This is an optimization exercise on Yosys and OpenROAD, whose aim is small area and a short achievable clock period, not a production implementation.
Where RTL was checked, it was by simulation tests only, not by an equivalence proof against the original.
For run 2, only the layout was checked, not whether the RTL still works.
No activity file was given, so power comes from the tool's default toggle rates.

==> flow/design.v, too long to show whole: its modules and the start of the top module <==
// module cpu_alu_shifter: 48 lines
// module cpu_alu_mux2i: 8 lines
// module cpu_alu: 871 lines
// module cpu_alu_benc: 10 lines
// module cpu_alu_bpp: 11 lines
// module cpu_alu_benc2: 16 lines
// module cpu_alu_bpp2: 13 lines
// module cpu_alu_bppbit: 10 lines
// module cpu_alu_fa: 10 lines
// module cpu_alu_ha: 9 lines
// module cpu_alu_cpa: 677 lines
// module cpu_alu_nand2: 3 lines
// module cpu_alu_nor2: 3 lines
// module cpu_alu_xnor2: 3 lines
// module cpu_alu_inv: 3 lines
// module cpu_alu_aoi21: 3 lines
// module cpu_alu_oai21: 3 lines
// module cpu_alu_maj3i: 3 lines
// module cpu_alu_xor2: 3 lines
// module cpu_alu_and2: 3 lines
// module cpu_alu_mux2: 3 lines
module cpu_alu #(
    parameter int WIDTH = pkg_cpu_alu::ALU_WIDTH
) (
    input  logic             clk,
    input  logic             rst,
    input  logic             in_valid,
    input  logic [WIDTH-1:0] a,
    input  logic [WIDTH-1:0] b,
    input  logic [3:0]       oper,
    input  logic [3:0]       flags_in,
    output logic             out_valid,
    output logic [WIDTH-1:0] result,
    output logic [3:0]       flags_out
);
  // ...
==> flow/flow/run.sh <==
#!/bin/bash
# Standard layout, except that the port buffers are plain buf_2 cells instead of the
# resizer's default choice, and synthesis maps each module for a light output load, so that
# the one-gate modules get minimum-size cells (the resizer upsizes what timing needs).
set -e
export BUFFER_PORTS_ARGS="-buffer_cell sky130_fd_sc_hd__buf_2"
bash standard.sh finish ABC_LOAD_IN_FF=1 > standard.log 2>&1
==> flow/standard.sh <==
#!/bin/bash
# synth_recipe.tcl (not shown) runs the flow's synth.tcl, then flattens the netlist and writes it again
# the make line also repeats each setting of config.mk as NAME=value (left out here)
make -C /OpenROAD-flow-scripts/flow DESIGN_CONFIG=/design/flow/config.mk WORK_HOME=/design/flow/orfs CLKGATE_MAP_FILE= SYNTH_SCRIPT=/design/flow/synth_recipe.tcl "${@:-finish}"
==> flow/config.mk <==
export PLATFORM = sky130hd
export DESIGN_NAME = cpu_alu
export DESIGN_NICKNAME = cpu_alu
export VERILOG_FILES = /design/flow/design.v
export SDC_FILE = /design/flow/constraint.sdc
export NUM_CORES = 4
export LEC_CHECK = 0
export CAP_MARGIN = 20
export CORE_MARGIN = 2
export CORE_UTILIZATION = 60
export SETUP_SLACK_MARGIN = 3.4
export SLEW_MARGIN = 20
export SYNTH_HIERARCHICAL = 1
==> flow/constraint.sdc <==
create_clock -name core_clock -period 11.0 [get_ports {clk}]
set_input_delay 2.2000 -clock core_clock [delete_from_list [all_inputs] [get_ports {clk}]]
set_output_delay 2.2000 -clock core_clock [all_outputs]
set_load 0.01 [all_outputs]
==> flow_results.org, run 1 <==
** Run status
- The run finished with no timing, DRC or antenna violations.

** Layout
- In the final layout, flip-flops and latches occupy ~700 um^2.
- Most used cells in the layout excluding fill and tap cells :: 351 x xnor2_1, 291 x o22ai_1, 288 x mux2i_1, 209 x fa_1, 184 x nand2_1
- Non-clock buffering takes up just under 6% of total cell area after layout.
- The register with the most flip-flops in the layout has 32 of them.
- Summed area of non-filler cells in the final layout :: ~0.022 mm^2
- 0 antenna diodes ended up in the layout.

** Timing
- On the final layout, the worst hold slack is 2070 ps.
- Final min period :: approximately 7500 ps
- Setup slack on the critical path of the routed design comes to 3510 ps.

** Setup path
- Following the worst setup path forward leads to its endpoint at r_flags[0]$_DFF_P_.
- The critical path runs through a total of 21 cells.
- Buf/Inv on CP :: 2
- STA puts the critical path data required time at 11,110 ps.
- For this run, the slowest stage of the critical path takes 530 ps.
- Crit path DAT :: 7600 ps

** Floorplan
- Area of the core :: 0.0333 mm^2
- Die area :: 0.0350 mm^2
- Tapcells :: 448
- Row Count :: 67

** Drt
- Iteration count of the initial detailed-routing pass :: 5
- Amount of wire on met2 after detailed routing :: between 30,000 and 40,000 um

** Synthesis
- Fraction of synthesized cell area taken by the top area cell type :: 20.9%
- Synthesized-area fraction occupied by xor and xnor cells :: 20.0%

** Place
- At the end of routability-driven placement, the weighted congestion stood at 0.973.
- Once placement finished, the instance area stood at 0.0205 mm^2.
- The wire-length estimate of the detail-placed layout is roughly 54,000 um.
- In this run, placement finished with an instance count of 2,821.

** GRT
- The number of antenna violations at the first check in global routing was 0.
- Overflow left after global routing :: 0
- For met1 alone, demand over resource in global routing was a little over half.
- Met3 track demand over resource :: 6.29%
- The first global-routing pass estimated 108,000 um of wire.

** Clock tree
- Count of hold buffers inserted by post-cts repair :: 0
- CTS tree :: done
- Clock sinks :: 36

** Power and ir drop
- Internal power :: roughly 2.0 mW
- For the sequential group, total power comes out at between 0.15 and 0.2 mW.

** Worst hold path
- The min-delay analysis places its worst path in the category in -> reg.
==> run 2: changes to the inputs <==
--- a/flow/design.v
+++ b/flow/design.v
@@ -109,6 +109,7 @@
     logic             w_cout;
     logic             w_c31;
     logic             w_sum_zero;
+    logic             w_other_zero;
     logic             w_add_v;
     logic [WIDTH-1:0] w_sh_result;
     logic             w_sh_c;
@@ -124,9 +125,11 @@
     assign w_mul   = (oper == OP_MUL);
     assign w_arith = (oper <= OP_RSB);
     assign w_rsb   = (oper == OP_RSB);
-    assign w_invb  = (oper == OP_SUB) || (oper == OP_SBC);
-    assign w_add_x   = a ^ {WIDTH{w_rsb}};
-    assign w_add_y   = b ^ {WIDTH{w_invb}};
+    assign w_invb  = (oper == OP_SUB) || (oper == OP_SBC) || (oper == OP_BIC);
+    for (genvar k = 0; k < WIDTH; k++) begin : g_prep
+        cpu_alu_xor2 u_xa (.i_a(a[k]), .i_b(w_rsb), .o_y(w_add_x[k]));
+        cpu_alu_xor2 u_ya (.i_a(b[k]), .i_b(w_invb), .o_y(w_add_y[k]));
+    end
     assign w_add_cin = (oper == OP_SUB) || w_rsb || (oper[0] && flags_in[FLAG_C]);
     cpu_alu_benc2 u_benc0 (.i_b({b[1], b[0], 1'b0}), .o_onen(bone[0]), .o_twon(btwo[0]), .o_neg(bneg[0]));
     cpu_alu_benc2 u_benc1 (.i_b({b[3], b[2], b[1]}), .o_onen(bone[1]), .o_twon(btwo[1]), .o_neg(bneg[1]));
@@ -907,8 +910,12 @@
         .i_yn   (w_cpa_yn),
         .i_cin  (w_add_cin && !w_mul),
         .i_sel  (w_arith || w_mul),
+        .i_seland((oper == OP_AND) || (oper == OP_BIC)),
+        .i_selor(oper == OP_ORR),
+        .i_selxor(oper == OP_XOR),
         .i_other(w_other),
         .o_result(w_result),
+        .o_zero_l(w_other_zero),
         .o_cout (w_cout),
         .o_c31  (w_c31),
         .o_zero (w_sum_zero)
@@ -924,12 +931,9 @@
     );
     always_comb begin
         case (oper)
-            OP_AND:  w_other = a & b;
-            OP_ORR:  w_other = a | b;
-            OP_XOR:  w_other = a ^ b;
-            OP_BIC:  w_other = a & ~b;
-            OP_CPY:  w_other = b;
-            default: w_other = w_sh_result;
+            OP_CPY:                                w_other = b;
+            OP_LSL, OP_LSR, OP_ASR, OP_ROL, OP_ROR: w_other = w_sh_result;
+            default:                               w_other = '0;
         endcase
     end
     always_comb begin
@@ -940,7 +944,7 @@
         end else if (oper >= OP_LSL && oper <= OP_ROR) begin
             w_flags[FLAG_C] = w_sh_c;
         end
-        w_flags[FLAG_Z] = (w_arith || w_mul) ? w_sum_zero : (w_other == '0);
+        w_flags[FLAG_Z] = (w_arith || w_mul) ? w_sum_zero : w_other_zero;
         w_flags[FLAG_N] = w_result[WIDTH-1];
     end
     always_ff @(posedge clk) begin
@@ -1036,8 +1040,12 @@
     input  logic [31:0] i_yn,
     input  logic        i_cin,
     input  logic        i_sel,
+    input  logic        i_seland,
+    input  logic        i_selor,
+    input  logic        i_selxor,
     input  logic [31:0] i_other,
     output logic [31:0] o_result,
+    output logic        o_zero_l,
     output logic        o_cout,
     output logic        o_c31,
     output logic        o_zero
@@ -1253,422 +1261,396 @@
     logic n104;
     cpu_alu_oai21 u_n104 (.i_a(n70), .i_b(n103), .i_c(n69), .o_y(n104));
     logic n105;
-    cpu_alu_inv u_n105 (.i_a(n83), .o_y(n105));
+    cpu_alu_oai21 u_n105 (.i_a(n87), .i_b(n103), .i_c(n85), .o_y(n105));
     logic n106;
-    cpu_alu_oai21 u_n106 (.i_a(n87), .i_b(n105), .i_c(n85), .o_y(n106));
+    cpu_alu_aoi21 u_n106 (.i_a(n89), .i_b(n83), .i_c(n88), .o_y(n106));
     logic n107;
-    cpu_alu_aoi21 u_n107 (.i_a(n89), .i_b(n83), .i_c(n88), .o_y(n107));
+    cpu_alu_aoi21 u_n107 (.i_a(n45), .i_b(n94), .i_c(n13), .o_y(n107));
     logic n108;
-    cpu_alu_aoi21 u_n108 (.i_a(n45), .i_b(n94), .i_c(n13), .o_y(n108));
+    cpu_alu_nand2 u_n108 (.i_a(n45), .i_b(n95), .o_y(n108));
     logic n109;
-    cpu_alu_nand2 u_n109 (.i_a(n45), .i_b(n95), .o_y(n109));
+    cpu_alu_inv u_n109 (.i_a(n94), .o_y(n109));
     logic n110;
-    cpu_alu_inv u_n110 (.i_a(n94), .o_y(n110));
+    cpu_alu_oai21 u_n110 (.i_a(n78), .i_b(n109), .i_c(n77), .o_y(n110));
     logic n111;
-    cpu_alu_oai21 u_n111 (.i_a(n78), .i_b(n110), .i_c(n77), .o_y(n111));
+    cpu_alu_inv u_n111 (.i_a(n95), .o_y(n111));
     logic n112;
-    cpu_alu_inv u_n112 (.i_a(n95), .o_y(n112));
+    cpu_alu_nor2 u_n112 (.i_a(n78), .i_b(n111), .o_y(n112));
     logic n113;
-    cpu_alu_nor2 u_n113 (.i_a(n78), .i_b(n112), .o_y(n113));
+    cpu_alu_oai21 u_n113 (.i_a(n99), .i_b(n109), .i_c(n97), .o_y(n113));
     logic n114;
-    cpu_alu_inv u_n114 (.i_a(n94), .o_y(n114));
+    cpu_alu_nor2 u_n114 (.i_a(n99), .i_b(n111), .o_y(n114));
     logic n115;
-    cpu_alu_oai21 u_n115 (.i_a(n99), .i_b(n114), .i_c(n97), .o_y(n115));
+    cpu_alu_aoi21 u_n115 (.i_a(n101), .i_b(n94), .i_c(n100), .o_y(n115));
     logic n116;
-    cpu_alu_inv u_n116 (.i_a(n95), .o_y(n116));
+    cpu_alu_nand2 u_n116 (.i_a(n101), .i_b(n95), .o_y(n116));
     logic n117;
-    cpu_alu_nor2 u_n117 (.i_a(n99), .i_b(n116), .o_y(n117));
+    cpu_alu_inv u_n117 (.i_a(n106), .o_y(n117));
     logic n118;
-    cpu_alu_aoi21 u_n118 (.i_a(n101), .i_b(n94), .i_c(n100), .o_y(n118));
+    cpu_alu_aoi21 u_n118 (.i_a(n41), .i_b(n117), .i_c(n9), .o_y(n118));
     logic n119;
-    cpu_alu_nand2 u_n119 (.i_a(n101), .i_b(n95), .o_y(n119));
+    cpu_alu_oai21 u_n119 (.i_a(n74), .i_b(n106), .i_c(n73), .o_y(n119));
     logic n120;
-    cpu_alu_inv u_n120 (.i_a(n107), .o_y(n120));
+    cpu_alu_oai21 u_n120 (.i_a(n93), .i_b(n106), .i_c(n91), .o_y(n120));
     logic n121;
-    cpu_alu_aoi21 u_n121 (.i_a(n41), .i_b(n120), .i_c(n9), .o_y(n121));
+    cpu_alu_aoi21 u_n121 (.i_a(n95), .i_b(n117), .i_c(n94), .o_y(n121));
     logic n122;
-    cpu_alu_oai21 u_n122 (.i_a(n74), .i_b(n107), .i_c(n73), .o_y(n122));
+    cpu_alu_oai21 u_n122 (.i_a(n108), .i_b(n106), .i_c(n107), .o_y(n122));
     logic n123;
-    cpu_alu_oai21 u_n123 (.i_a(n93), .i_b(n107), .i_c(n91), .o_y(n123));
+    cpu_alu_aoi21 u_n123 (.i_a(n112), .i_b(n117), .i_c(n110), .o_y(n123));
     logic n124;
-    cpu_alu_inv u_n124 (.i_a(n107), .o_y(n124));
+    cpu_alu_aoi21 u_n124 (.i_a(n114), .i_b(n117), .i_c(n113), .o_y(n124));
     logic n125;
-    cpu_alu_aoi21 u_n125 (.i_a(n95), .i_b(n124), .i_c(n94), .o_y(n125));
+    cpu_alu_oai21 u_n125 (.i_a(n116), .i_b(n106), .i_c(n115), .o_y(n125));
     logic n126;
-    cpu_alu_oai21 u_n126 (.i_a(n109), .i_b(n107), .i_c(n108), .o_y(n126));
+    cpu_alu_aoi21 u_n126 (.i_a(n50), .i_b(n17), .i_c(n18), .o_y(n126));
     logic n127;
-    cpu_alu_inv u_n127 (.i_a(n107), .o_y(n127));
+    cpu_alu_nand2 u_n127 (.i_a(n50), .i_b(n49), .o_y(n127));
     logic n128;
-    cpu_alu_aoi21 u_n128 (.i_a(n113), .i_b(n127), .i_c(n111), .o_y(n128));
+    cpu_alu_aoi21 u_n128 (.i_a(n52), .i_b(n19), .i_c(n20), .o_y(n128));
     logic n129;
-    cpu_alu_inv u_n129 (.i_a(n107), .o_y(n129));
+    cpu_alu_nand2 u_n129 (.i_a(n52), .i_b(n51), .o_y(n129));
     logic n130;
-    cpu_alu_aoi21 u_n130 (.i_a(n117), .i_b(n129), .i_c(n115), .o_y(n130));
+    cpu_alu_aoi21 u_n130 (.i_a(n54), .i_b(n21), .i_c(n22), .o_y(n130));
     logic n131;
-    cpu_alu_oai21 u_n131 (.i_a(n119), .i_b(n107), .i_c(n118), .o_y(n131));
+    cpu_alu_nand2 u_n131 (.i_a(n54), .i_b(n53), .o_y(n131));
     logic n132;
-    cpu_alu_aoi21 u_n132 (.i_a(n50), .i_b(n17), .i_c(n18), .o_y(n132));
+    cpu_alu_aoi21 u_n132 (.i_a(n56), .i_b(n23), .i_c(n24), .o_y(n132));
     logic n133;
-    cpu_alu_nand2 u_n133 (.i_a(n50), .i_b(n49), .o_y(n133));
+    cpu_alu_nand2 u_n133 (.i_a(n56), .i_b(n55), .o_y(n133));
     logic n134;
-    cpu_alu_aoi21 u_n134 (.i_a(n52), .i_b(n19), .i_c(n20), .o_y(n134));
+    cpu_alu_inv u_n134 (.i_a(n126), .o_y(n134));
     logic n135;
-    cpu_alu_nand2 u_n135 (.i_a(n52), .i_b(n51), .o_y(n135));
+    cpu_alu_aoi21 u_n135 (.i_a(n51), .i_b(n134), .i_c(n19), .o_y(n135));
     logic n136;
-    cpu_alu_aoi21 u_n136 (.i_a(n54), .i_b(n21), .i_c(n22), .o_y(n136));
+    cpu_alu_inv u_n136 (.i_a(n127), .o_y(n136));
     logic n137;
-    cpu_alu_nand2 u_n137 (.i_a(n54), .i_b(n53), .o_y(n137));
+    cpu_alu_nand2 u_n137 (.i_a(n51), .i_b(n136), .o_y(n137));
     logic n138;
-    cpu_alu_aoi21 u_n138 (.i_a(n56), .i_b(n23), .i_c(n24), .o_y(n138));
+    cpu_alu_oai21 u_n138 (.i_a(n129), .i_b(n126), .i_c(n128), .o_y(n138));
     logic n139;
-    cpu_alu_nand2 u_n139 (.i_a(n56), .i_b(n55), .o_y(n139));
+    cpu_alu_nor2 u_n139 (.i_a(n129), .i_b(n127), .o_y(n139));
     logic n140;
-    cpu_alu_inv u_n140 (.i_a(n132), .o_y(n140));
+    cpu_alu_inv u_n140 (.i_a(n130), .o_y(n140));
     logic n141;
-    cpu_alu_aoi21 u_n141 (.i_a(n51), .i_b(n140), .i_c(n19), .o_y(n141));
+    cpu_alu_aoi21 u_n141 (.i_a(n55), .i_b(n140), .i_c(n23), .o_y(n141));
     logic n142;
-    cpu_alu_inv u_n142 (.i_a(n133), .o_y(n142));
+    cpu_alu_inv u_n142 (.i_a(n131), .o_y(n142));
     logic n143;
-    cpu_alu_nand2 u_n143 (.i_a(n51), .i_b(n142), .o_y(n143));
+    cpu_alu_nand2 u_n143 (.i_a(n55), .i_b(n142), .o_y(n143));
     logic n144;
-    cpu_alu_oai21 u_n144 (.i_a(n135), .i_b(n132), .i_c(n134), .o_y(n144));
+    cpu_alu_oai21 u_n144 (.i_a(n133), .i_b(n130), .i_c(n132), .o_y(n144));
     logic n145;
-    cpu_alu_nor2 u_n145 (.i_a(n135), .i_b(n133), .o_y(n145));
+    cpu_alu_nor2 u_n145 (.i_a(n133), .i_b(n131), .o_y(n145));
     logic n146;
-    cpu_alu_inv u_n146 (.i_a(n136), .o_y(n146));
+    cpu_alu_aoi21 u_n146 (.i_a(n53), .i_b(n138), .i_c(n21), .o_y(n146));
     logic n147;
-    cpu_alu_aoi21 u_n147 (.i_a(n55), .i_b(n146), .i_c(n23), .o_y(n147));
+    cpu_alu_nand2 u_n147 (.i_a(n53), .i_b(n139), .o_y(n147));
     logic n148;
-    cpu_alu_inv u_n148 (.i_a(n137), .o_y(n148));
+    cpu_alu_inv u_n148 (.i_a(n138), .o_y(n148));
     logic n149;
-    cpu_alu_nand2 u_n149 (.i_a(n55), .i_b(n148), .o_y(n149));
+    cpu_alu_oai21 u_n149 (.i_a(n131), .i_b(n148), .i_c(n130), .o_y(n149));
     logic n150;
-    cpu_alu_oai21 u_n150 (.i_a(n139), .i_b(n136), .i_c(n138), .o_y(n150));
+    cpu_alu_inv u_n150 (.i_a(n139), .o_y(n150));
     logic n151;
-    cpu_alu_nor2 u_n151 (.i_a(n139), .i_b(n137), .o_y(n151));
+    cpu_alu_nor2 u_n151 (.i_a(n131), .i_b(n150), .o_y(n151));
     logic n152;
-    cpu_alu_aoi21 u_n152 (.i_a(n53), .i_b(n144), .i_c(n21), .o_y(n152));
+    cpu_alu_oai21 u_n152 (.i_a(n143), .i_b(n148), .i_c(n141), .o_y(n152));
     logic n153;
-    cpu_alu_nand2 u_n153 (.i_a(n53), .i_b(n145), .o_y(n153));
+    cpu_alu_nor2 u_n153 (.i_a(n143), .i_b(n150), .o_y(n153));
     logic n154;
-    cpu_alu_inv u_n154 (.i_a(n144), .o_y(n154));
+    cpu_alu_aoi21 u_n154 (.i_a(n145), .i_b(n138), .i_c(n144), .o_y(n154));
     logic n155;
-    cpu_alu_oai21 u_n155 (.i_a(n137), .i_b(n154), .i_c(n136), .o_y(n155));
+    cpu_alu_nand2 u_n155 (.i_a(n145), .i_b(n139), .o_y(n155));
     logic n156;
-    cpu_alu_inv u_n156 (.i_a(n145), .o_y(n156));
+    cpu_alu_aoi21 u_n156 (.i_a(n49), .i_b(n125), .i_c(n17), .o_y(n156));
     logic n157;
-    cpu_alu_nor2 u_n157 (.i_a(n137), .i_b(n156), .o_y(n157));
+    cpu_alu_inv u_n157 (.i_a(n125), .o_y(n157));
     logic n158;
-    cpu_alu_inv u_n158 (.i_a(n144), .o_y(n158));
+    cpu_alu_oai21 u_n158 (.i_a(n127), .i_b(n157), .i_c(n126), .o_y(n158));
     logic n159;
-    cpu_alu_oai21 u_n159 (.i_a(n149), .i_b(n158), .i_c(n147), .o_y(n159));
+    cpu_alu_oai21 u_n159 (.i_a(n137), .i_b(n157), .i_c(n135), .o_y(n159));
     logic n160;
-    cpu_alu_inv u_n160 (.i_a(n145), .o_y(n160));
+    cpu_alu_aoi21 u_n160 (.i_a(n139), .i_b(n125), .i_c(n138), .o_y(n160));
     logic n161;
-    cpu_alu_nor2 u_n161 (.i_a(n149), .i_b(n160), .o_y(n161));
+    cpu_alu_oai21 u_n161 (.i_a(n147), .i_b(n157), .i_c(n146), .o_y(n161));
     logic n162;
-    cpu_alu_aoi21 u_n162 (.i_a(n151), .i_b(n144), .i_c(n150), .o_y(n162));
+    cpu_alu_aoi21 u_n162 (.i_a(n151), .i_b(n125), .i_c(n149), .o_y(n162));
     logic n163;
-    cpu_alu_nand2 u_n163 (.i_a(n151), .i_b(n145), .o_y(n163));
+    cpu_alu_aoi21 u_n163 (.i_a(n153), .i_b(n125), .i_c(n152), .o_y(n163));
     logic n164;
-    cpu_alu_aoi21 u_n164 (.i_a(n49), .i_b(n131), .i_c(n17), .o_y(n164));
+    cpu_alu_oai21 u_n164 (.i_a(n155), .i_b(n157), .i_c(n154), .o_y(n164));
     logic n165;
-    cpu_alu_inv u_n165 (.i_a(n131), .o_y(n165));
+    cpu_alu_aoi21 u_n165 (.i_a(n58), .i_b(n25), .i_c(n26), .o_y(n165));
     logic n166;
-    cpu_alu_oai21 u_n166 (.i_a(n133), .i_b(n165), .i_c(n132), .o_y(n166));
+    cpu_alu_nand2 u_n166 (.i_a(n58), .i_b(n57), .o_y(n166));
     logic n167;
-    cpu_alu_inv u_n167 (.i_a(n131), .o_y(n167));
+    cpu_alu_aoi21 u_n167 (.i_a(n60), .i_b(n27), .i_c(n28), .o_y(n167));
     logic n168;
-    cpu_alu_oai21 u_n168 (.i_a(n143), .i_b(n167), .i_c(n141), .o_y(n168));
+    cpu_alu_nand2 u_n168 (.i_a(n60), .i_b(n59), .o_y(n168));
     logic n169;
-    cpu_alu_aoi21 u_n169 (.i_a(n145), .i_b(n131), .i_c(n144), .o_y(n169));
+    cpu_alu_inv u_n169 (.i_a(n165), .o_y(n169));
     logic n170;
-    cpu_alu_inv u_n170 (.i_a(n131), .o_y(n170));
+    cpu_alu_aoi21 u_n170 (.i_a(n59), .i_b(n169), .i_c(n27), .o_y(n170));
     logic n171;
-    cpu_alu_oai21 u_n171 (.i_a(n153), .i_b(n170), .i_c(n152), .o_y(n171));
+    cpu_alu_inv u_n171 (.i_a(n166), .o_y(n171));
     logic n172;
-    cpu_alu_aoi21 u_n172 (.i_a(n157), .i_b(n131), .i_c(n155), .o_y(n172));
+    cpu_alu_nand2 u_n172 (.i_a(n59), .i_b(n171), .o_y(n172));
     logic n173;
-    cpu_alu_aoi21 u_n173 (.i_a(n161), .i_b(n131), .i_c(n159), .o_y(n173));
+    cpu_alu_oai21 u_n173 (.i_a(n168), .i_b(n165), .i_c(n167), .o_y(n173));
     logic n174;
-    cpu_alu_inv u_n174 (.i_a(n131), .o_y(n174));
+    cpu_alu_nor2 u_n174 (.i_a(n168), .i_b(n166), .o_y(n174));
     logic n175;
-    cpu_alu_oai21 u_n175 (.i_a(n163), .i_b(n174), .i_c(n162), .o_y(n175));
+    cpu_alu_aoi21 u_n175 (.i_a(n57), .i_b(n164), .i_c(n25), .o_y(n175));
     logic n176;
-    cpu_alu_aoi21 u_n176 (.i_a(n58), .i_b(n25), .i_c(n26), .o_y(n176));
+    cpu_alu_inv u_n176 (.i_a(n164), .o_y(n176));
     logic n177;
-    cpu_alu_nand2 u_n177 (.i_a(n58), .i_b(n57), .o_y(n177));
+    cpu_alu_oai21 u_n177 (.i_a(n166), .i_b(n176), .i_c(n165), .o_y(n177));
     logic n178;
-    cpu_alu_aoi21 u_n178 (.i_a(n60), .i_b(n27), .i_c(n28), .o_y(n178));
+    cpu_alu_oai21 u_n178 (.i_a(n172), .i_b(n176), .i_c(n170), .o_y(n178));
     logic n179;
-    cpu_alu_nand2 u_n179 (.i_a(n60), .i_b(n59), .o_y(n179));
+    cpu_alu_aoi21 u_n179 (.i_a(n174), .i_b(n164), .i_c(n173), .o_y(n179));
     logic n180;
-    cpu_alu_inv u_n180 (.i_a(n176), .o_y(n180));
+    cpu_alu_aoi21 u_n180 (.i_a(n62), .i_b(n29), .i_c(n30), .o_y(n180));
     logic n181;
-    cpu_alu_aoi21 u_n181 (.i_a(n59), .i_b(n180), .i_c(n27), .o_y(n181));
+    cpu_alu_nand2 u_n181 (.i_a(n62), .i_b(n61), .o_y(n181));
     logic n182;
-    cpu_alu_inv u_n182 (.i_a(n177), .o_y(n182));
+    cpu_alu_inv u_n182 (.i_a(n179), .o_y(n182));
     logic n183;
-    cpu_alu_nand2 u_n183 (.i_a(n59), .i_b(n182), .o_y(n183));
+    cpu_alu_aoi21 u_n183 (.i_a(n61), .i_b(n182), .i_c(n29), .o_y(n183));
     logic n184;
-    cpu_alu_oai21 u_n184 (.i_a(n179), .i_b(n176), .i_c(n178), .o_y(n184));
+    cpu_alu_oai21 u_n184 (.i_a(n181), .i_b(n179), .i_c(n180), .o_y(n184));
     logic n185;
-    cpu_alu_nor2 u_n185 (.i_a(n179), .i_b(n177), .o_y(n185));
+    cpu_alu_aoi21 u_n185 (.i_a(n64), .i_b(n31), .i_c(n32), .o_y(n185));
     logic n186;
-    cpu_alu_aoi21 u_n186 (.i_a(n57), .i_b(n175), .i_c(n25), .o_y(n186));
+    cpu_alu_nand2 u_n186 (.i_a(n64), .i_b(n63), .o_y(n186));
     logic n187;
-    cpu_alu_inv u_n187 (.i_a(n175), .o_y(n187));
+    cpu_alu_aoi21 u_n187 (.i_a(n63), .i_b(n184), .i_c(n31), .o_y(n187));
     logic n188;
-    cpu_alu_oai21 u_n188 (.i_a(n177), .i_b(n187), .i_c(n176), .o_y(n188));
+    cpu_alu_inv u_n188 (.i_a(n184), .o_y(n188));
     logic n189;
-    cpu_alu_inv u_n189 (.i_a(n175), .o_y(n189));
+    cpu_alu_oai21 u_n189 (.i_a(n186), .i_b(n188), .i_c(n185), .o_y(n189));
     logic n190;
-    cpu_alu_oai21 u_n190 (.i_a(n183), .i_b(n189), .i_c(n181), .o_y(n190));
+    cpu_alu_nand2 u_n190 (.i_a(i_xn[0]), .i_b(i_yn[0]), .o_y(n190));
     logic n191;
-    cpu_alu_aoi21 u_n191 (.i_a(n185), .i_b(n175), .i_c(n184), .o_y(n191));
+    cpu_alu_nand2 u_n191 (.i_a(i_xn[1]), .i_b(i_yn[1]), .o_y(n191));
     logic n192;
-    cpu_alu_aoi21 u_n192 (.i_a(n62), .i_b(n29), .i_c(n30), .o_y(n192));
+    cpu_alu_nand2 u_n192 (.i_a(i_xn[2]), .i_b(i_yn[2]), .o_y(n192));
     logic n193;
-    cpu_alu_nand2 u_n193 (.i_a(n62), .i_b(n61), .o_y(n193));
+    cpu_alu_nand2 u_n193 (.i_a(i_xn[3]), .i_b(i_yn[3]), .o_y(n193));
     logic n194;
-    cpu_alu_inv u_n194 (.i_a(n191), .o_y(n194));
+    cpu_alu_nand2 u_n194 (.i_a(i_xn[4]), .i_b(i_yn[4]), .o_y(n194));
     logic n195;
-    cpu_alu_aoi21 u_n195 (.i_a(n61), .i_b(n194), .i_c(n29), .o_y(n195));
+    cpu_alu_nand2 u_n195 (.i_a(i_xn[5]), .i_b(i_yn[5]), .o_y(n195));
     logic n196;
-    cpu_alu_oai21 u_n196 (.i_a(n193), .i_b(n191), .i_c(n192), .o_y(n196));
+    cpu_alu_nand2 u_n196 (.i_a(i_xn[6]), .i_b(i_yn[6]), .o_y(n196));
     logic n197;
-    cpu_alu_aoi21 u_n197 (.i_a(n64), .i_b(n31), .i_c(n32), .o_y(n197));
+    cpu_alu_nand2 u_n197 (.i_a(i_xn[7]), .i_b(i_yn[7]), .o_y(n197));
     logic n198;
-    cpu_alu_nand2 u_n198 (.i_a(n64), .i_b(n63), .o_y(n198));
+    cpu_alu_nand2 u_n198 (.i_a(i_xn[8]), .i_b(i_yn[8]), .o_y(n198));
     logic n199;
-    cpu_alu_aoi21 u_n199 (.i_a(n63), .i_b(n196), .i_c(n31), .o_y(n199));
+    cpu_alu_nand2 u_n199 (.i_a(i_xn[9]), .i_b(i_yn[9]), .o_y(n199));
     logic n200;
-    cpu_alu_inv u_n200 (.i_a(n196), .o_y(n200));
+    cpu_alu_nand2 u_n200 (.i_a(i_xn[10]), .i_b(i_yn[10]), .o_y(n200));
     logic n201;
-    cpu_alu_oai21 u_n201 (.i_a(n198), .i_b(n200), .i_c(n197), .o_y(n201));
+    cpu_alu_nand2 u_n201 (.i_a(i_xn[11]), .i_b(i_yn[11]), .o_y(n201));
     logic n202;
-    cpu_alu_nand2 u_n202 (.i_a(i_xn[0]), .i_b(i_yn[0]), .o_y(n202));
+    cpu_alu_nand2 u_n202 (.i_a(i_xn[12]), .i_b(i_yn[12]), .o_y(n202));
     logic n203;
-    cpu_alu_nand2 u_n203 (.i_a(i_xn[1]), .i_b(i_yn[1]), .o_y(n203));
+    cpu_alu_nand2 u_n203 (.i_a(i_xn[13]), .i_b(i_yn[13]), .o_y(n203));
     logic n204;
-    cpu_alu_nand2 u_n204 (.i_a(i_xn[2]), .i_b(i_yn[2]), .o_y(n204));
+    cpu_alu_nand2 u_n204 (.i_a(i_xn[14]), .i_b(i_yn[14]), .o_y(n204));
     logic n205;
-    cpu_alu_nand2 u_n205 (.i_a(i_xn[3]), .i_b(i_yn[3]), .o_y(n205));
+    cpu_alu_nand2 u_n205 (.i_a(i_xn[15]), .i_b(i_yn[15]), .o_y(n205));
     logic n206;
-    cpu_alu_nand2 u_n206 (.i_a(i_xn[4]), .i_b(i_yn[4]), .o_y(n206));
+    cpu_alu_nand2 u_n206 (.i_a(i_xn[16]), .i_b(i_yn[16]), .o_y(n206));
     logic n207;
-    cpu_alu_nand2 u_n207 (.i_a(i_xn[5]), .i_b(i_yn[5]), .o_y(n207));
+    cpu_alu_nand2 u_n207 (.i_a(i_xn[17]), .i_b(i_yn[17]), .o_y(n207));
     logic n208;
-    cpu_alu_nand2 u_n208 (.i_a(i_xn[6]), .i_b(i_yn[6]), .o_y(n208));
+    cpu_alu_nand2 u_n208 (.i_a(i_xn[18]), .i_b(i_yn[18]), .o_y(n208));
     logic n209;
-    cpu_alu_nand2 u_n209 (.i_a(i_xn[7]), .i_b(i_yn[7]), .o_y(n209));
+    cpu_alu_nand2 u_n209 (.i_a(i_xn[19]), .i_b(i_yn[19]), .o_y(n209));
     logic n210;
-    cpu_alu_nand2 u_n210 (.i_a(i_xn[8]), .i_b(i_yn[8]), .o_y(n210));
+    cpu_alu_nand2 u_n210 (.i_a(i_xn[20]), .i_b(i_yn[20]), .o_y(n210));
     logic n211;
-    cpu_alu_nand2 u_n211 (.i_a(i_xn[9]), .i_b(i_yn[9]), .o_y(n211));
+    cpu_alu_nand2 u_n211 (.i_a(i_xn[21]), .i_b(i_yn[21]), .o_y(n211));
     logic n212;
-    cpu_alu_nand2 u_n212 (.i_a(i_xn[10]), .i_b(i_yn[10]), .o_y(n212));
+    cpu_alu_nand2 u_n212 (.i_a(i_xn[22]), .i_b(i_yn[22]), .o_y(n212));
     logic n213;
-    cpu_alu_nand2 u_n213 (.i_a(i_xn[11]), .i_b(i_yn[11]), .o_y(n213));
+    cpu_alu_nand2 u_n213 (.i_a(i_xn[23]), .i_b(i_yn[23]), .o_y(n213));
     logic n214;
-    cpu_alu_nand2 u_n214 (.i_a(i_xn[12]), .i_b(i_yn[12]), .o_y(n214));
+    cpu_alu_nand2 u_n214 (.i_a(i_xn[24]), .i_b(i_yn[24]), .o_y(n214));
     logic n215;
-    cpu_alu_nand2 u_n215 (.i_a(i_xn[13]), .i_b(i_yn[13]), .o_y(n215));
+    cpu_alu_nand2 u_n215 (.i_a(i_xn[25]), .i_b(i_yn[25]), .o_y(n215));
     logic n216;
-    cpu_alu_nand2 u_n216 (.i_a(i_xn[14]), .i_b(i_yn[14]), .o_y(n216));
+    cpu_alu_nand2 u_n216 (.i_a(i_xn[26]), .i_b(i_yn[26]), .o_y(n216));
     logic n217;
-    cpu_alu_nand2 u_n217 (.i_a(i_xn[15]), .i_b(i_yn[15]), .o_y(n217));
+    cpu_alu_nand2 u_n217 (.i_a(i_xn[27]), .i_b(i_yn[27]), .o_y(n217));
     logic n218;
-    cpu_alu_nand2 u_n218 (.i_a(i_xn[16]), .i_b(i_yn[16]), .o_y(n218));
+    cpu_alu_nand2 u_n218 (.i_a(i_xn[28]), .i_b(i_yn[28]), .o_y(n218));
     logic n219;
-    cpu_alu_nand2 u_n219 (.i_a(i_xn[17]), .i_b(i_yn[17]), .o_y(n219));
+    cpu_alu_nand2 u_n219 (.i_a(i_xn[29]), .i_b(i_yn[29]), .o_y(n219));
     logic n220;
-    cpu_alu_nand2 u_n220 (.i_a(i_xn[18]), .i_b(i_yn[18]), .o_y(n220));
+    cpu_alu_nand2 u_n220 (.i_a(i_xn[30]), .i_b(i_yn[30]), .o_y(n220));
     logic n221;
-    cpu_alu_nand2 u_n221 (.i_a(i_xn[19]), .i_b(i_yn[19]), .o_y(n221));
+    cpu_alu_nand2 u_n221 (.i_a(i_xn[31]), .i_b(i_yn[31]), .o_y(n221));
     logic n222;
-    cpu_alu_nand2 u_n222 (.i_a(i_xn[20]), .i_b(i_yn[20]), .o_y(n222));
+    cpu_alu_xor2 u_n222 (.i_a(n33), .i_b(i_cin), .o_y(n222));
     logic n223;
-    cpu_alu_nand2 u_n223 (.i_a(i_xn[21]), .i_b(i_yn[21]), .o_y(n223));
+    cpu_alu_xor2 u_n223 (.i_a(n34), .i_b(n190), .o_y(n223));
     logic n224;
-    cpu_alu_nand2 u_n224 (.i_a(i_xn[22]), .i_b(i_yn[22]), .o_y(n224));
+    cpu_alu_xor2 u_n224 (.i_a(n35), .i_b(n191), .o_y(n224));
     logic n225;
-    cpu_alu_nand2 u_n225 (.i_a(i_xn[23]), .i_b(i_yn[23]), .o_y(n225));
+    cpu_alu_xor2 u_n225 (.i_a(n36), .i_b(n192), .o_y(n225));
     logic n226;
-    cpu_alu_nand2 u_n226 (.i_a(i_xn[24]), .i_b(i_yn[24]), .o_y(n226));
+    cpu_alu_xor2 u_n226 (.i_a(n37), .i_b(n193), .o_y(n226));
     logic n227;
-    cpu_alu_nand2 u_n227 (.i_a(i_xn[25]), .i_b(i_yn[25]), .o_y(n227));
+    cpu_alu_xor2 u_n227 (.i_a(n38), .i_b(n194), .o_y(n227));
     logic n228;
-    cpu_alu_nand2 u_n228 (.i_a(i_xn[26]), .i_b(i_yn[26]), .o_y(n228));
+    cpu_alu_xor2 u_n228 (.i_a(n39), .i_b(n195), .o_y(n228));
     logic n229;
-    cpu_alu_nand2 u_n229 (.i_a(i_xn[27]), .i_b(i_yn[27]), .o_y(n229));
+    cpu_alu_xor2 u_n229 (.i_a(n40), .i_b(n196), .o_y(n229));
     logic n230;
-    cpu_alu_nand2 u_n230 (.i_a(i_xn[28]), .i_b(i_yn[28]), .o_y(n230));
+    cpu_alu_xor2 u_n230 (.i_a(n41), .i_b(n197), .o_y(n230));
     logic n231;
-    cpu_alu_nand2 u_n231 (.i_a(i_xn[29]), .i_b(i_yn[29]), .o_y(n231));
+    cpu_alu_xor2 u_n231 (.i_a(n42), .i_b(n198), .o_y(n231));
     logic n232;
-    cpu_alu_nand2 u_n232 (.i_a(i_xn[30]), .i_b(i_yn[30]), .o_y(n232));
+    cpu_alu_xor2 u_n232 (.i_a(n43), .i_b(n199), .o_y(n232));
     logic n233;
-    cpu_alu_xor2 u_n233 (.i_a(n33), .i_b(i_cin), .o_y(n233));
+    cpu_alu_xor2 u_n233 (.i_a(n44), .i_b(n200), .o_y(n233));
     logic n234;
-    cpu_alu_xor2 u_n234 (.i_a(n34), .i_b(n202), .o_y(n234));
+    cpu_alu_xor2 u_n234 (.i_a(n45), .i_b(n201), .o_y(n234));
     logic n235;
-    cpu_alu_xor2 u_n235 (.i_a(n35), .i_b(n203), .o_y(n235));
+    cpu_alu_xor2 u_n235 (.i_a(n46), .i_b(n202), .o_y(n235));
     logic n236;
-    cpu_alu_xor2 u_n236 (.i_a(n36), .i_b(n204), .o_y(n236));
+    cpu_alu_xor2 u_n236 (.i_a(n47), .i_b(n203), .o_y(n236));
     logic n237;
-    cpu_alu_xor2 u_n237 (.i_a(n37), .i_b(n205), .o_y(n237));
+    cpu_alu_xor2 u_n237 (.i_a(n48), .i_b(n204), .o_y(n237));
     logic n238;
-    cpu_alu_xor2 u_n238 (.i_a(n38), .i_b(n206), .o_y(n238));
+    cpu_alu_xor2 u_n238 (.i_a(n49), .i_b(n205), .o_y(n238));
     logic n239;
-    cpu_alu_xor2 u_n239 (.i_a(n39), .i_b(n207), .o_y(n239));
+    cpu_alu_xor2 u_n239 (.i_a(n50), .i_b(n206), .o_y(n239));
     logic n240;
-    cpu_alu_xor2 u_n240 (.i_a(n40), .i_b(n208), .o_y(n240));
+    cpu_alu_xor2 u_n240 (.i_a(n51), .i_b(n207), .o_y(n240));
     logic n241;
-    cpu_alu_xor2 u_n241 (.i_a(n41), .i_b(n209), .o_y(n241));
+    cpu_alu_xor2 u_n241 (.i_a(n52), .i_b(n208), .o_y(n241));
     logic n242;
-    cpu_alu_xor2 u_n242 (.i_a(n42), .i_b(n210), .o_y(n242));
+    cpu_alu_xor2 u_n242 (.i_a(n53), .i_b(n209), .o_y(n242));
     logic n243;
-    cpu_alu_xor2 u_n243 (.i_a(n43), .i_b(n211), .o_y(n243));
+    cpu_alu_xor2 u_n243 (.i_a(n54), .i_b(n210), .o_y(n243));
     logic n244;
-    cpu_alu_xor2 u_n244 (.i_a(n44), .i_b(n212), .o_y(n244));
+    cpu_alu_xor2 u_n244 (.i_a(n55), .i_b(n211), .o_y(n244));
     logic n245;
-    cpu_alu_xor2 u_n245 (.i_a(n45), .i_b(n213), .o_y(n245));
+    cpu_alu_xor2 u_n245 (.i_a(n56), .i_b(n212), .o_y(n245));
     logic n246;
-    cpu_alu_xor2 u_n246 (.i_a(n46), .i_b(n214), .o_y(n246));
+    cpu_alu_xor2 u_n246 (.i_a(n57), .i_b(n213), .o_y(n246));
     logic n247;
-    cpu_alu_xor2 u_n247 (.i_a(n47), .i_b(n215), .o_y(n247));
+    cpu_alu_xor2 u_n247 (.i_a(n58), .i_b(n214), .o_y(n247));
     logic n248;
-    cpu_alu_xor2 u_n248 (.i_a(n48), .i_b(n216), .o_y(n248));
+    cpu_alu_xor2 u_n248 (.i_a(n59), .i_b(n215), .o_y(n248));
     logic n249;
-    cpu_alu_xor2 u_n249 (.i_a(n49), .i_b(n217), .o_y(n249));
+    cpu_alu_xor2 u_n249 (.i_a(n60), .i_b(n216), .o_y(n249));
     logic n250;
-    cpu_alu_xor2 u_n250 (.i_a(n50), .i_b(n218), .o_y(n250));
+    cpu_alu_xor2 u_n250 (.i_a(n61), .i_b(n217), .o_y(n250));
     logic n251;
-    cpu_alu_xor2 u_n251 (.i_a(n51), .i_b(n219), .o_y(n251));
+    cpu_alu_xor2 u_n251 (.i_a(n62), .i_b(n218), .o_y(n251));
     logic n252;
-    cpu_alu_xor2 u_n252 (.i_a(n52), .i_b(n220), .o_y(n252));
+    cpu_alu_xor2 u_n252 (.i_a(n63), .i_b(n219), .o_y(n252));
     logic n253;
-    cpu_alu_xor2 u_n253 (.i_a(n53), .i_b(n221), .o_y(n253));
+    cpu_alu_xor2 u_n253 (.i_a(n64), .i_b(n220), .o_y(n253));
     logic n254;
-    cpu_alu_xor2 u_n254 (.i_a(n54), .i_b(n222), .o_y(n254));
+    cpu_alu_nor2 u_n254 (.i_a(n222), .i_b(n223), .o_y(n254));
     logic n255;
-    cpu_alu_xor2 u_n255 (.i_a(n55), .i_b(n223), .o_y(n255));
+    cpu_alu_nor2 u_n255 (.i_a(n224), .i_b(n225), .o_y(n255));
     logic n256;
-    cpu_alu_xor2 u_n256 (.i_a(n56), .i_b(n224), .o_y(n256));
+    cpu_alu_nor2 u_n256 (.i_a(n226), .i_b(n227), .o_y(n256));
     logic n257;
-    cpu_alu_xor2 u_n257 (.i_a(n57), .i_b(n225), .o_y(n257));
+    cpu_alu_nor2 u_n257 (.i_a(n228), .i_b(n229), .o_y(n257));
     logic n258;
-    cpu_alu_xor2 u_n258 (.i_a(n58), .i_b(n226), .o_y(n258));
+    cpu_alu_nor2 u_n258 (.i_a(n230), .i_b(n231), .o_y(n258));
     logic n259;
-    cpu_alu_xor2 u_n259 (.i_a(n59), .i_b(n227), .o_y(n259));
+    cpu_alu_nor2 u_n259 (.i_a(n232), .i_b(n233), .o_y(n259));
     logic n260;
-    cpu_alu_xor2 u_n260 (.i_a(n60), .i_b(n228), .o_y(n260));
+    cpu_alu_nor2 u_n260 (.i_a(n234), .i_b(n235), .o_y(n260));
     logic n261;
-    cpu_alu_xor2 u_n261 (.i_a(n61), .i_b(n229), .o_y(n261));
+    cpu_alu_nor2 u_n261 (.i_a(n236), .i_b(n237), .o_y(n261));
     logic n262;
-    cpu_alu_xor2 u_n262 (.i_a(n62), .i_b(n230), .o_y(n262));
+    cpu_alu_nor2 u_n262 (.i_a(n238), .i_b(n239), .o_y(n262));
     logic n263;
-    cpu_alu_xor2 u_n263 (.i_a(n63), .i_b(n231), .o_y(n263));
+    cpu_alu_nor2 u_n263 (.i_a(n240), .i_b(n241), .o_y(n263));
     logic n264;
-    cpu_alu_xor2 u_n264 (.i_a(n64), .i_b(n232), .o_y(n264));
+    cpu_alu_nor2 u_n264 (.i_a(n242), .i_b(n243), .o_y(n264));
     logic n265;
-    cpu_alu_nor2 u_n265 (.i_a(n233), .i_b(n234), .o_y(n265));
+    cpu_alu_nor2 u_n265 (.i_a(n244), .i_b(n245), .o_y(n265));
     logic n266;
-    cpu_alu_nor2 u_n266 (.i_a(n235), .i_b(n236), .o_y(n266));
+    cpu_alu_nor2 u_n266 (.i_a(n246), .i_b(n247), .o_y(n266));
     logic n267;
-    cpu_alu_nor2 u_n267 (.i_a(n237), .i_b(n238), .o_y(n267));
+    cpu_alu_nor2 u_n267 (.i_a(n248), .i_b(n249), .o_y(n267));
     logic n268;
-    cpu_alu_nor2 u_n268 (.i_a(n239), .i_b(n240), .o_y(n268));
+    cpu_alu_nor2 u_n268 (.i_a(n250), .i_b(n251), .o_y(n268));
     logic n269;
-    cpu_alu_nor2 u_n269 (.i_a(n241), .i_b(n242), .o_y(n269));
+    cpu_alu_nor2 u_n269 (.i_a(n252), .i_b(n253), .o_y(n269));
     logic n270;
-    cpu_alu_nor2 u_n270 (.i_a(n243), .i_b(n244), .o_y(n270));
+    cpu_alu_nand2 u_n270 (.i_a(n254), .i_b(n255), .o_y(n270));
     logic n271;
-    cpu_alu_nor2 u_n271 (.i_a(n245), .i_b(n246), .o_y(n271));
+    cpu_alu_nand2 u_n271 (.i_a(n256), .i_b(n257), .o_y(n271));
     logic n272;
-    cpu_alu_nor2 u_n272 (.i_a(n247), .i_b(n248), .o_y(n272));
+    cpu_alu_nand2 u_n272 (.i_a(n258), .i_b(n259), .o_y(n272));
     logic n273;
-    cpu_alu_nor2 u_n273 (.i_a(n249), .i_b(n250), .o_y(n273));
+    cpu_alu_nand2 u_n273 (.i_a(n260), .i_b(n261), .o_y(n273));
     logic n274;
-    cpu_alu_nor2 u_n274 (.i_a(n251), .i_b(n252), .o_y(n274));
+    cpu_alu_nand2 u_n274 (.i_a(n262), .i_b(n263), .o_y(n274));
     logic n275;
-    cpu_alu_nor2 u_n275 (.i_a(n253), .i_b(n254), .o_y(n275));
+    cpu_alu_nand2 u_n275 (.i_a(n264), .i_b(n265), .o_y(n275));
     logic n276;
-    cpu_alu_nor2 u_n276 (.i_a(n255), .i_b(n256), .o_y(n276));
+    cpu_alu_nand2 u_n276 (.i_a(n266), .i_b(n267), .o_y(n276));
     logic n277;
-    cpu_alu_nor2 u_n277 (.i_a(n257), .i_b(n258), .o_y(n277));
+    cpu_alu_nand2 u_n277 (.i_a(n268), .i_b(n269), .o_y(n277));
     logic n278;
-    cpu_alu_nor2 u_n278 (.i_a(n259), .i_b(n260), .o_y(n278));
+    cpu_alu_nor2 u_n278 (.i_a(n270), .i_b(n271), .o_y(n278));
     logic n279;
-    cpu_alu_nor2 u_n279 (.i_a(n261), .i_b(n262), .o_y(n279));
+    cpu_alu_nor2 u_n279 (.i_a(n272), .i_b(n273), .o_y(n279));
     logic n280;
-    cpu_alu_nor2 u_n280 (.i_a(n263), .i_b(n264), .o_y(n280));
+    cpu_alu_nor2 u_n280 (.i_a(n274), .i_b(n275), .o_y(n280));
     logic n281;
-    cpu_alu_nand2 u_n281 (.i_a(n265), .i_b(n266), .o_y(n281));
+    cpu_alu_nor2 u_n281 (.i_a(n276), .i_b(n277), .o_y(n281));
     logic n282;
-    cpu_alu_nand2 u_n282 (.i_a(n267), .i_b(n268), .o_y(n282));
+    cpu_alu_nand2 u_n282 (.i_a(n278), .i_b(n279), .o_y(n282));
     logic n283;
-    cpu_alu_nand2 u_n283 (.i_a(n269), .i_b(n270), .o_y(n283));
+    cpu_alu_nand2 u_n283 (.i_a(n280), .i_b(n281), .o_y(n283));
     logic n284;
-    cpu_alu_nand2 u_n284 (.i_a(n271), .i_b(n272), .o_y(n284));
+    cpu_alu_nor2 u_n284 (.i_a(n282), .i_b(n283), .o_y(n284));
+    assign o_zero = n284;
+    assign p = {n64, n63, n62, n61, n60, n59, n58, n57, n56, n55, n54, n53, n52, n51, n50, n49, n48, n47, n46, n45, n44, n43, n42, n41, n40, n39, n38, n37, n36, n35, n34, n33};
+    assign gv = {n32, n31, n30, n29, n28, n27, n26, n25, n24, n23, n22, n21, n20, n19, n18, n17, n16, n15, n14, n13, n12, n11, n10, n9, n8, n7, n6, n5, n4, n3, n2, n1};
+    assign kv = {n221, n220, n219, n218, n217, n216, n215, n214, n213, n212, n211, n210, n209, n208, n207, n206, n205, n204, n203, n202, n201, n200, n199, n198, n197, n196, n195, n194, n193, n192, n191, n190};
     logic n285;
-    cpu_alu_nand2 u_n285 (.i_a(n273), .i_b(n274), .o_y(n285));
+    cpu_alu_inv u_n285 (.i_a(n187), .o_y(n285));
     logic n286;
-    cpu_alu_nand2 u_n286 (.i_a(n275), .i_b(n276), .o_y(n286));
+    cpu_alu_inv u_n286 (.i_a(n183), .o_y(n286));
     logic n287;
-    cpu_alu_nand2 u_n287 (.i_a(n277), .i_b(n278), .o_y(n287));
+    cpu_alu_inv u_n287 (.i_a(n175), .o_y(n287));
     logic n288;
-    cpu_alu_nand2 u_n288 (.i_a(n279), .i_b(n280), .o_y(n288));
+    cpu_alu_inv u_n288 (.i_a(n163), .o_y(n288));
     logic n289;
-    cpu_alu_nor2 u_n289 (.i_a(n281), .i_b(n282), .o_y(n289));
+    cpu_alu_inv u_n289 (.i_a(n162), .o_y(n289));
     logic n290;
-    cpu_alu_nor2 u_n290 (.i_a(n283), .i_b(n284), .o_y(n290));
+    cpu_alu_inv u_n290 (.i_a(n160), .o_y(n290));
     logic n291;
-    cpu_alu_nor2 u_n291 (.i_a(n285), .i_b(n286), .o_y(n291));
+    cpu_alu_inv u_n291 (.i_a(n156), .o_y(n291));
     logic n292;
-    cpu_alu_nor2 u_n292 (.i_a(n287), .i_b(n288), .o_y(n292));
+    cpu_alu_inv u_n292 (.i_a(n124), .o_y(n292));
     logic n293;
-    cpu_alu_nand2 u_n293 (.i_a(n289), .i_b(n290), .o_y(n293));
+    cpu_alu_inv u_n293 (.i_a(n123), .o_y(n293));
     logic n294;
-    cpu_alu_nand2 u_n294 (.i_a(n291), .i_b(n292), .o_y(n294));
+    cpu_alu_inv u_n294 (.i_a(n121), .o_y(n294));
     logic n295;
-    cpu_alu_nor2 u_n295 (.i_a(n293), .i_b(n294), .o_y(n295));
-    assign o_zero = n295;
-    assign p = {n64, n63, n62, n61, n60, n59, n58, n57, n56, n55, n54, n53, n52, n51, n50, n49, n48, n47, n46, n45, n44, n43, n42, n41, n40, n39, n38, n37, n36, n35, n34, n33};
+    cpu_alu_inv u_n295 (.i_a(n118), .o_y(n295));
     logic n296;
-    cpu_alu_inv u_n296 (.i_a(n199), .o_y(n296));
+    cpu_alu_inv u_n296 (.i_a(n102), .o_y(n296));
     logic n297;
-    cpu_alu_inv u_n297 (.i_a(n195), .o_y(n297));
-    logic n298;
-    cpu_alu_inv u_n298 (.i_a(n191), .o_y(n298));
-    logic n299;
-    cpu_alu_inv u_n299 (.i_a(n186), .o_y(n299));
-    logic n300;
-    cpu_alu_inv u_n300 (.i_a(n173), .o_y(n300));
-    logic n301;
-    cpu_alu_inv u_n301 (.i_a(n172), .o_y(n301));
-    logic n302;
-    cpu_alu_inv u_n302 (.i_a(n169), .o_y(n302));
-    logic n303;
-    cpu_alu_inv u_n303 (.i_a(n164), .o_y(n303));
-    logic n304;
-    cpu_alu_inv u_n304 (.i_a(n130), .o_y(n304));
-    logic n305;
-    cpu_alu_inv u_n305 (.i_a(n128), .o_y(n305));
-    logic n306;
-    cpu_alu_inv u_n306 (.i_a(n125), .o_y(n306));
-    logic n307;
-    cpu_alu_inv u_n307 (.i_a(n121), .o_y(n307));
-    logic n308;
-    cpu_alu_inv u_n308 (.i_a(n107), .o_y(n308));
-    logic n309;
-    cpu_alu_inv u_n309 (.i_a(n102), .o_y(n309));
-    logic n310;
-    cpu_alu_inv u_n310 (.i_a(n82), .o_y(n310));
-    logic n311;
-    cpu_alu_inv u_n311 (.i_a(n66), .o_y(n311));
-    assign c = {n201, n296, n196, n297, n298, n190, n188, n299, n175, n300, n301, n171, n302, n168, n166, n303, n131, n304, n305, n126, n306, n123, n122, n307, n308, n106, n104, n309, n83, n310, n311, n65};
+    cpu_alu_inv u_n297 (.i_a(n82), .o_y(n297));
+    assign c = {n189, n285, n184, n286, n182, n178, n177, n287, n164, n288, n289, n161, n290, n159, n158, n291, n125, n292, n293, n122, n294, n120, n119, n295, n117, n105, n104, n296, n83, n297, n81, n65};
     cpu_alu_mux2i u_res0 (.i_s(i_cin), .i_0(d0n[0]), .i_1(d1n[0]), .o_y(o_result[0]));
     cpu_alu_mux2i u_res1 (.i_s(n65), .i_0(d0n[1]), .i_1(d1n[1]), .o_y(o_result[1]));
     cpu_alu_mux2i u_res2 (.i_s(n66), .i_0(d1n[2]), .i_1(d0n[2]), .o_y(o_result[2]));
@@ -1676,35 +1658,40 @@
     cpu_alu_mux2i u_res4 (.i_s(n83), .i_0(d0n[4]), .i_1(d1n[4]), .o_y(o_result[4]));
     cpu_alu_mux2i u_res5 (.i_s(n102), .i_0(d1n[5]), .i_1(d0n[5]), .o_y(o_result[5]));
     cpu_alu_mux2i u_res6 (.i_s(n104), .i_0(d0n[6]), .i_1(d1n[6]), .o_y(o_result[6]));
-    cpu_alu_mux2i u_res7 (.i_s(n106), .i_0(d0n[7]), .i_1(d1n[7]), .o_y(o_result[7]));
-    cpu_alu_mux2i u_res8 (.i_s(n107), .i_0(d1n[8]), .i_1(d0n[8]), .o_y(o_result[8]));
-    cpu_alu_mux2i u_res9 (.i_s(n121), .i_0(d1n[9]), .i_1(d0n[9]), .o_y(o_result[9]));
-    cpu_alu_mux2i u_res10 (.i_s(n122), .i_0(d0n[10]), .i_1(d1n[10]), .o_y(o_result[10]));
-    cpu_alu_mux2i u_res11 (.i_s(n123), .i_0(d0n[11]), .i_1(d1n[11]), .o_y(o_result[11]));
-    cpu_alu_mux2i u_res12 (.i_s(n125), .i_0(d1n[12]), .i_1(d0n[12]), .o_y(o_result[12]));
-    cpu_alu_mux2i u_res13 (.i_s(n126), .i_0(d0n[13]), .i_1(d1n[13]), .o_y(o_result[13]));
-    cpu_alu_mux2i u_res14 (.i_s(n128), .i_0(d1n[14]), .i_1(d0n[14]), .o_y(o_result[14]));
-    cpu_alu_mux2i u_res15 (.i_s(n130), .i_0(d1n[15]), .i_1(d0n[15]), .o_y(o_result[15]));
-    cpu_alu_mux2i u_res16 (.i_s(n131), .i_0(d0n[16]), .i_1(d1n[16]), .o_y(o_result[16]));
-    cpu_alu_mux2i u_res17 (.i_s(n164), .i_0(d1n[17]), .i_1(d0n[17]), .o_y(o_result[17]));
-    cpu_alu_mux2i u_res18 (.i_s(n166), .i_0(d0n[18]), .i_1(d1n[18]), .o_y(o_result[18]));
-    cpu_alu_mux2i u_res19 (.i_s(n168), .i_0(d0n[19]), .i_1(d1n[19]), .o_y(o_result[19]));
-    cpu_alu_mux2i u_res20 (.i_s(n169), .i_0(d1n[20]), .i_1(d0n[20]), .o_y(o_result[20]));
-    cpu_alu_mux2i u_res21 (.i_s(n171), .i_0(d0n[21]), .i_1(d1n[21]), .o_y(o_result[21]));
-    cpu_alu_mux2i u_res22 (.i_s(n172), .i_0(d1n[22]), .i_1(d0n[22]), .o_y(o_result[22]));
-    cpu_alu_mux2i u_res23 (.i_s(n173), .i_0(d1n[23]), .i_1(d0n[23]), .o_y(o_result[23]));
-    cpu_alu_mux2i u_res24 (.i_s(n175), .i_0(d0n[24]), .i_1(d1n[24]), .o_y(o_result[24]));
-    cpu_alu_mux2i u_res25 (.i_s(n186), .i_0(d1n[25]), .i_1(d0n[25]), .o_y(o_result[25]));
-    cpu_alu_mux2i u_res26 (.i_s(n188), .i_0(d0n[26]), .i_1(d1n[26]), .o_y(o_result[26]));
-    cpu_alu_mux2i u_res27 (.i_s(n190), .i_0(d0n[27]), .i_1(d1n[27]), .o_y(o_result[27]));
-    cpu_alu_mux2i u_res28 (.i_s(n191), .i_0(d1n[28]), .i_1(d0n[28]), .o_y(o_result[28]));
-    cpu_alu_mux2i u_res29 (.i_s(n195), .i_0(d1n[29]), .i_1(d0n[29]), .o_y(o_result[29]));
-    cpu_alu_mux2i u_res30 (.i_s(n196), .i_0(d0n[30]), .i_1(d1n[30]), .o_y(o_result[30]));
-    cpu_alu_mux2i u_res31 (.i_s(n199), .i_0(d1n[31]), .i_1(d0n[31]), .o_y(o_result[31]));
+    cpu_alu_mux2i u_res7 (.i_s(n105), .i_0(d0n[7]), .i_1(d1n[7]), .o_y(o_result[7]));
+    cpu_alu_mux2i u_res8 (.i_s(n106), .i_0(d1n[8]), .i_1(d0n[8]), .o_y(o_result[8]));
+    cpu_alu_mux2i u_res9 (.i_s(n118), .i_0(d1n[9]), .i_1(d0n[9]), .o_y(o_result[9]));
+    cpu_alu_mux2i u_res10 (.i_s(n119), .i_0(d0n[10]), .i_1(d1n[10]), .o_y(o_result[10]));
+    cpu_alu_mux2i u_res11 (.i_s(n120), .i_0(d0n[11]), .i_1(d1n[11]), .o_y(o_result[11]));
+    cpu_alu_mux2i u_res12 (.i_s(n121), .i_0(d1n[12]), .i_1(d0n[12]), .o_y(o_result[12]));
+    cpu_alu_mux2i u_res13 (.i_s(n122), .i_0(d0n[13]), .i_1(d1n[13]), .o_y(o_result[13]));
+    cpu_alu_mux2i u_res14 (.i_s(n123), .i_0(d1n[14]), .i_1(d0n[14]), .o_y(o_result[14]));
+    cpu_alu_mux2i u_res15 (.i_s(n124), .i_0(d1n[15]), .i_1(d0n[15]), .o_y(o_result[15]));
+    cpu_alu_mux2i u_res16 (.i_s(n125), .i_0(d0n[16]), .i_1(d1n[16]), .o_y(o_result[16]));
+    cpu_alu_mux2i u_res17 (.i_s(n156), .i_0(d1n[17]), .i_1(d0n[17]), .o_y(o_result[17]));
+    cpu_alu_mux2i u_res18 (.i_s(n158), .i_0(d0n[18]), .i_1(d1n[18]), .o_y(o_result[18]));
+    cpu_alu_mux2i u_res19 (.i_s(n159), .i_0(d0n[19]), .i_1(d1n[19]), .o_y(o_result[19]));
+    cpu_alu_mux2i u_res20 (.i_s(n160), .i_0(d1n[20]), .i_1(d0n[20]), .o_y(o_result[20]));
+    cpu_alu_mux2i u_res21 (.i_s(n161), .i_0(d0n[21]), .i_1(d1n[21]), .o_y(o_result[21]));
+    cpu_alu_mux2i u_res22 (.i_s(n162), .i_0(d1n[22]), .i_1(d0n[22]), .o_y(o_result[22]));
+    cpu_alu_mux2i u_res23 (.i_s(n163), .i_0(d1n[23]), .i_1(d0n[23]), .o_y(o_result[23]));
+    cpu_alu_mux2i u_res24 (.i_s(n164), .i_0(d0n[24]), .i_1(d1n[24]), .o_y(o_result[24]));
+    cpu_alu_mux2i u_res25 (.i_s(n175), .i_0(d1n[25]), .i_1(d0n[25]), .o_y(o_result[25]));
+    cpu_alu_mux2i u_res26 (.i_s(n177), .i_0(d0n[26]), .i_1(d1n[26]), .o_y(o_result[26]));
+    cpu_alu_mux2i u_res27 (.i_s(n178), .i_0(d0n[27]), .i_1(d1n[27]), .o_y(o_result[27]));
+    cpu_alu_mux2i u_res28 (.i_s(n179), .i_0(d1n[28]), .i_1(d0n[28]), .o_y(o_result[28]));
+    cpu_alu_mux2i u_res29 (.i_s(n183), .i_0(d1n[29]), .i_1(d0n[29]), .o_y(o_result[29]));
+    cpu_alu_mux2i u_res30 (.i_s(n184), .i_0(d0n[30]), .i_1(d1n[30]), .o_y(o_result[30]));
+    cpu_alu_mux2i u_res31 (.i_s(n187), .i_0(d1n[31]), .i_1(d0n[31]), .o_y(o_result[31]));
+    logic [31:0] gv;
+    logic [31:0] kv;
+    logic [31:0] l;
     logic [31:0] d0n;
     logic [31:0] d1n;
-    assign d0n = ~(i_sel ? p : i_other);
-    assign d1n = ~(i_sel ? ~p : i_other);
+    assign l   = ({32{i_seland}} & gv) | ({32{i_selor}} & kv) | ({32{i_selxor}} & p) | i_other;
+    assign o_zero_l = ~|l;
+    assign d0n = ~(i_sel ? p : l);
+    assign d1n = ~(i_sel ? ~p : l);
     assign o_cout = c[31];
     assign o_c31  = c[30];
 endmodule
==> flow/flow/run.sh (replaced) <==
#!/bin/bash
# Standard layout, except that the port buffers are plain buf_2 cells instead of the
# resizer's default choice.
set -e
export BUFFER_PORTS_ARGS="-buffer_cell sky130_fd_sc_hd__buf_2"
bash standard.sh > standard.log 2>&1
==> run 2 against run 1 <==
Against the previous run:
- largest cell class unchanged
- worst hold slack better by 6.1 ps
- critical path type unchanged
- core utilization increased by 4.2 points
- sequential cell count stayed put
- critical endpoint unchanged
- first-iteration DRC count is 21% higher
- count of clock-buffer cells in the layout down 1
- die area decreased by 4.8%
- still clean on timing, DRC and antenna
==> flow_results.org, run 2 <==
** Setup path
- The critical path is of the in -> reg type.
- Slowest-stage cell, CP :: fa_2
- The number of buffers and inverters on the critical path came to 1 (-1).
- The worst setup path is launched from an input pin.
- Among the stages of the critical path, the cell type that occurs most often is fa_1.
- The largest stage delay on the critical path came to 670 ps (+140 ps).
- Crit path DAT :: 7710 ps (+110 ps)
- CP required :: 11,210 ps (+100 ps)

** Layout
- The flip-flop count of the largest register, all copies and words added came to 32 (unchanged).
- Nets :: 2,556
- Most used cells in the layout excluding fill and tap cells :: 285 x xnor2_1, 265 x mux2i_1, 252 x o22ai_1, 202 x fa_1, 162 x nand2_1
- In the final layout, the registers with the most flip-flops are r_result: 32 flops, r_flags: 3 flops, r_valid: 1 flops.
- Area growth from synthesis to final layout :: 14.4%
- Antenna cells :: 0 (unchanged)

** Drt
- Post-detailed-route via-to-cell ratio :: 6.94
- The number of iterations in the first detailed-routing pass is 7 (+2).
- Average wire length per cell after detail routing :: 27.0 um

** GRT
- Global routing consumed, over all layers together, 40.4% of the routing resources.
- Antenna violations before repair :: 1 (+1)
- The overflow left after global routing was 0 (unchanged).
- Global-route wire length before repair :: 103,000 um (-5.0%)

** Power and ir drop
- The worst-case IR drop observed on VDD is 520 uV.
- Power per Cell Area :: 232 mW/mm^2

** Timing
- Final min period :: 7500 ps (+14.0 ps)
- Slew Limit Fails :: 0
- Final setup fails :: 0
- RSZ-0062 raised after global routing :: yes
- Number of hold-slack violations in the final timing report :: 0

** Floorplan
- Die extent in x :: 182 um
- The total die area was 0.0333 mm^2 (-4.8%).
- The standard-cell row count was 65 (-3.0%).
- During I/O placement, the number of pins put on the boundary was 112.
- Area of the core :: 0.0315 mm^2 (-5.4%)

** Worst hold path
- The tightest min-delay check is of the in -> reg type.

** Place
- RePlAce Congestion :: 0.955 (-1.8%)
- The HPWL after detailed placement is 50,600 um (-5.7%).
- The total placed cells including tap cells is 2,570 (-8.9%).

** Run status
- The flow ran to the end and the layout has no timing, DRC or antenna violations.

** Clock tree
- Worst-case clock buffer depth :: 2
- Number of levels in the clock H-tree :: 2
- The tree is rooted in a clkbuf_16.
- Clock tree synthesis inserted a total of 5 buffers.
- TritonCTS built the clock tree.
- The count of clock tree sinks came to 36 (unchanged).

** Synthesis
- Largest cells by area after synthesis :: fa_1 22%, mux2i_1 16%, xnor2_1 14%
- The synthesized design spends more area on one cell type than any other, namely fa_1.
- Warnings, synthesis :: 9
- Fraction of synthesized cell area taken by the top area cell type :: 22.0% (+1.1 points)
- Unique cell type count in the Yosys netlist :: 85
[run 2: cell families (layout without fill, tap and decap cells)]
group | count (synthesis) | count (layout) | synth area share, %
mux | 307 | 307 | 16.1
xor+xnor | 451 | 451 | 20.7
flops | 36 | 36 | 3.77
buf+inv | 188 | 260 | 6.43
fa+ha+maj | 245 | 245 | 24.3
simple gates | 368 | 373 | 8.87
compound gates | 561 | 561 | 19.8
other cells | 1 | 4 | 0.0196
[run 2: modules after synthesis, one instance, submodules excluded, excerpt]
module         cells inside  cell area [um^2]  copies in the design  flip-flops and latches
cpu_alu                 116              1370                     1                      36
cpu_alu_and2              1              6.26                    16                       0
cpu_alu_cpa             231              1400                     1                       0
cpu_alu_fa                1              20.0                   210                       0
cpu_alu_ha                1              12.5                    30                       0
cpu_alu_maj3i             3              18.8                     1                       0
cpu_alu_mux2i             1              10.0                   256                       0
cpu_alu_nand2             1              3.75                    99                       0
cpu_alu_nor2              1              3.75                    63                       0
cpu_alu_oai21             1              5.00                    25                       0
cpu_alu_xnor2             1              8.76                    32                       0
cpu_alu_xor2              1              8.76                   144                       0
[run 2: path summary, 6_finish.rpt]
check / endpoint / from / slack, ps / depth (start not counted)
hold / removal: r_valid$_DFF_P_ / rst / 2080 / 2
setup / recovery: r_flags[0]$_DFF_P_ / b[3] / 3500 / 18
[run 2: layer usage]
metal	part of all wire, %	up-vias	GRT usage [%]
met4	5.9	2	17.0
met2	44	1202	64.8
met5	0.062	-	0
met1	39	8974	54.8
li1	-	7890	-
met3	10	244	5.79
[run 2: area by class of cell]
type                       count  area (um^2)
clock buffer                   7          153
tap                          402          503
inverter                      49          184
timing repair buffer         204         1800
multi-input combinational   1941        18500
fill                        2540         9630
sequential                    36          721
[run 2: per-stage QoR]
| stage | setup slack (ps) | cell area (um^2) | util [%] | power, mW | hold slack [ps] |
|---|---|---|---|---|---|
| global placement | 1690 | 19500 | 62.0 | 3.98 | 2360 |
| detailed placement | 1650 | 19500 | 62.0 | 4.05 | 2360 |
| finish | 3500 | 21800 | 69.4 | 5.06 | 2080 |
| CTS | 3400 | 20500 | 65.1 | 4.49 | 2070 |
| global route | 3340 | 21800 | 69.4 | 5.34 | 2080 |
| floorplan | 3320 | 19100 | - | 2.67 | 2270 |
[run 2: report_power, final]
| part | internal [mW] | total [mW] | switching [mW] | leakage (nW) |
|---|---|---|---|---|
| logic | 1.97 | 4.73 | 2.76 | 8.50 |
| registers | 0.183 | 0.192 | 0.00932 | 0.302 |
| clock network | 0.0947 | 0.141 | 0.0466 | 0.0760 |
| total | 2.24 | 5.06 | 2.82 | 8.87 |
[run 2: timing repair]
item,in CTS,in global routing
gates cloned,1,11
gates resized for setup,144,146
setup buffers,16,34
hold buffers,0,0
pin swaps,15,34
setup endpoints to repair,19,5

==> what the ideal ports hide <==
In the flow no input, the clock included, has a driving cell. The finished layouts below were timed again as built, in two steps. Step 1: set_driving_cell puts a clkbuf_16 on clk and a buf_2 on each other input, an assumption about the parent block. Step 2 moves the port delays by t, midway between the first and last clock arrival at a register: inputs arrive t later, outputs are due t later. That takes back most of the time a late clock gives input paths. Three values: no drivers, after step 1, after step 2; two values: the first two.
run	t (ns)	setup WS [ns]	worst setup path after step 2	worst data-port slew with drivers (ns)
run 1	0.317	3.511 / 3.524 / 3.207	input to register	0.05
run 2	0.304	3.497 / 3.397 / 3.093	input to register	0.17
After both steps setup and hold are still met in every run listed. For run 2, which loses most, drivers alone change the setup slack by -0.100 ns; drivers and shift together by -0.404 ns.
